Source: an optimization exercise on an open RTL-to-GDS flow (aim: small area, a short achievable clock period and few clock cycles per item). Production flows keep margins and buffers that such runs may drop. Only simulation tests tie the RTL to the original design; equivalence was not proved.

// fc_top
module fc_top (
    input  logic        clk,
    input  logic        rstn,
    input  logic        host_en,
    input  logic        host_sel,
    input  logic [7:0]  host_addr,
    input  logic [31:0] host_data,
    input  logic        start,
    output logic        t_valid,
    output logic [3:0]  class_idx
);
export LEC_CHECK = 0
export CAP_MARGIN = 20
export CORE_MARGIN = 2
export CORE_UTILIZATION = 55
export CTS_CLUSTER_DIAMETER = 100
export CTS_CLUSTER_SIZE = 24
export SETUP_SLACK_MARGIN = 5
export SLEW_MARGIN = 20
export SYNTH_HIERARCHICAL = 1
export SYNTH_MINIMUM_KEEP_SIZE = 0
create_clock -name core_clock -period 10.0 [get_ports {clk}]
run.sh (not shown) runs the stock make flow with config.mk's settings and CLKGATE_MAP_FILE= SYNTH_SCRIPT=/design/flow/synth_recipe.tcl, a recipe that flattens the netlist after the stock synthesis.
Testbench counts at the start, summed over its fixed seeds: cycles 3,840, items 384.
Next try:
--- a/flow/design.v
+++ b/flow/design.v
@@ -427,20 +427,38 @@
     input  logic        clk,
     input  logic        rstn,
     input  logic        host_en,
     input  logic        host_sel,
     input  logic [7:0]  host_addr,
     input  logic [31:0] host_data,
     input  logic        start,
     output logic        t_valid,
     output logic [3:0]  class_idx
 );
+    function automatic logic sgt8(input logic [7:0] a, input logic [7:0] b);
+        logic [7:0] ua, ub, g, e;
+        logic [3:0] g1, e1;
+        logic [1:0] g2, e2;
+        ua = {~a[7], a[6:0]};
+        ub = {~b[7], b[6:0]};
+        g  = ua & ~ub;
+        e  = ~(ua ^ ub);
+        for (int k = 0; k < 4; k++) begin
+            g1[k] = g[2*k+1] | (e[2*k+1] & g[2*k]);
+            e1[k] = e[2*k+1] & e[2*k];
+        end
+        for (int k = 0; k < 2; k++) begin
+            g2[k] = g1[2*k+1] | (e1[2*k+1] & g1[2*k]);
+            e2[k] = e1[2*k+1] & e1[2*k];
+        end
+        sgt8 = g2[1] | (e2[1] & g2[0]);
+    endfunction
     logic [31:0] w0  [8][4];
     logic [7:0]  b0  [8];
     logic [31:0] w1  [10][2];
     logic [7:0]  b1  [10];
     logic [31:0] img [4];
     logic        running;
     logic        wr_ok;
     logic        img_we;
     logic        par_we;
     logic        w0b0_we;
@@ -529,30 +547,38 @@
                 acc_upd[j] = acc[j];
             end
             if (acc_upd[j][19]) h_next[j] = 7'd0;
             else if (|acc_upd[j][18:11]) h_next[j] = 7'd127;
             else h_next[j] = acc_upd[j][10:4];
         end
     end
     always_ff @(posedge clk) begin
         for (int j = 0; j < 8; j++) acc[j] <= (op_v && op_init) ? 20'd0 : acc_upd[j];
     end
-    logic [31:0] img_sel;
     logic [31:0] img_rec;
-    assign img_sel = img[host_addr[1:0]];
+    logic [8:0]  dxw [4][4];     
+    logic [8:0]  dx_in [4];
     assign img_rec = img[rnext];
+    always_comb begin
+        for (int w = 0; w < 4; w++) begin
+            for (int l = 0; l < 4; l++) begin
+                dxw[w][l] = {host_data[8*l+7], host_data[8*l +: 8]}
+                          - {img[w][8*l+7], img[w][8*l +: 8]};
+            end
+        end
+        for (int l = 0; l < 4; l++) dx_in[l] = dxw[host_addr[1:0]][l];
+    end
     always_ff @(posedge clk) begin
         for (int q = 0; q < 2; q++) begin
             for (int l = 0; l < 4; l++) begin
                 if (issue_delta) begin
-                    a_reg[q][l] <= {host_data[8*l+7], host_data[8*l +: 8]}
-                                 - {img_sel[8*l+7], img_sel[8*l +: 8]};
+                    a_reg[q][l] <= dx_in[l];
                 end else if (issue_rec_op) begin
                     a_reg[q][l] <= {img_rec[8*l+7], img_rec[8*l +: 8]};
                 end else begin
                     a_reg[q][l] <= {2'b00, h_next[4*q+l]};
                 end
             end
         end
         op_phb  <= ph;
         op_init <= issue_rec_op && rnext == 2'd0;
         op_l1   <= issue_l1;
@@ -688,32 +714,32 @@
             ssum[g] = v_s[g] + {v_c[g][16:0], 1'b0};
             if (ssum[g][17] && !(&ssum[g][16:11])) sc[g] = 8'sh80;
             else if (!ssum[g][17] && (|ssum[g][16:11])) sc[g] = 8'sh7f;
             else sc[g] = ssum[g][11:4];
         end
     end
     always_comb begin
         for (int g = 0; g < 4; g++) begin
             win[g] = 1'b1;
             for (int k = 0; k < 4; k++) begin
-                if (k < g && !(sq[g] > sq[k])) win[g] = 1'b0;
-                if (k > g && (sq[k] > sq[g])) win[g] = 1'b0;
+                if (k < g && !sgt8(sq[g], sq[k])) win[g] = 1'b0;
+                if (k > g && sgt8(sq[k], sq[g])) win[g] = 1'b0;
             end
         end
         vb = '0;
         for (int g = 0; g < 4; g++) vb = vb | ({8{win[g]}} & sq[g]);
-        for (int g = 0; g < 4; g++) gtb[g] = sq[g] > best_val;
+        for (int g = 0; g < 4; g++) gtb[g] = sgt8(sq[g], best_val);
         take = sq_ph == 2'd0 || |(win & gtb);
         ib = {win[3] | win[2], win[3] | win[1]};
     end
-    assign w8 = (sq[0] > best_val) && !(sq[1] > sq[0]);
-    assign w9 = (sq[1] > best_val) && (sq[1] > sq[0]);
+    assign w8 = sgt8(sq[0], best_val) && !sgt8(sq[1], sq[0]);
+    assign w9 = sgt8(sq[1], best_val) && sgt8(sq[1], sq[0]);
     assign class_idx = w8 ? 4'd8 : w9 ? 4'd9 : best_idx;
     always_ff @(posedge clk or negedge rstn) begin
         if (!rstn) begin
             running   <= 1'b0;
             t_valid   <= 1'b0;
             dirty     <= 1'b1;
             sq_v      <= 1'b0;
             sq_ph     <= '0;
             for (int g = 0; g < 4; g++) sq[g] <= '0;
             best_val  <= '0;
Result: The changed run completed without violations; fmax fell by 1.6%; first-iteration DRC count rose by 4.0%; worst hold slack hardly moves; area after synthesis hardly moves; wire length rose by 3.9%; non-clock buffer count fell by 9; final cell count barely changes; register-to-register slack gains 40 ps; count of clock-buffer cells in the layout fell by 8.
Testbench counts after the change, summed over its fixed seeds: cycles 3,840, items 384.

## port drivers added, routing unchanged
In the flow no input, the clock included, has a driving cell. The finished layouts below were timed again as built, in two steps.
Step 1: set_driving_cell puts a clkbuf_16 on clk and a buf_2 on each other input, an assumption about the parent block.
Step 2, shift: input delay + t, output delay - t, t = (earliest + latest rising clock arrival at the registers) / 2. This alone moves slack from input paths to output paths.
Three values: no drivers, after step 1, after step 2; two values: the first two.
| run | shift t [ns] | slack for setup (ns) | pins driven straight from the clock port |
|---|---|---|---|
| the first run | 1.029 | 4.865 / 4.746 / 4.166 | 1 |
| the second run | 1.008 | 4.780 / 4.667 / 4.121 | 1 |
After both steps setup and hold are still met in every run listed. For the first run, which loses most, drivers alone change the setup slack by -0.119 ns; drivers and shift together by -0.699 ns.
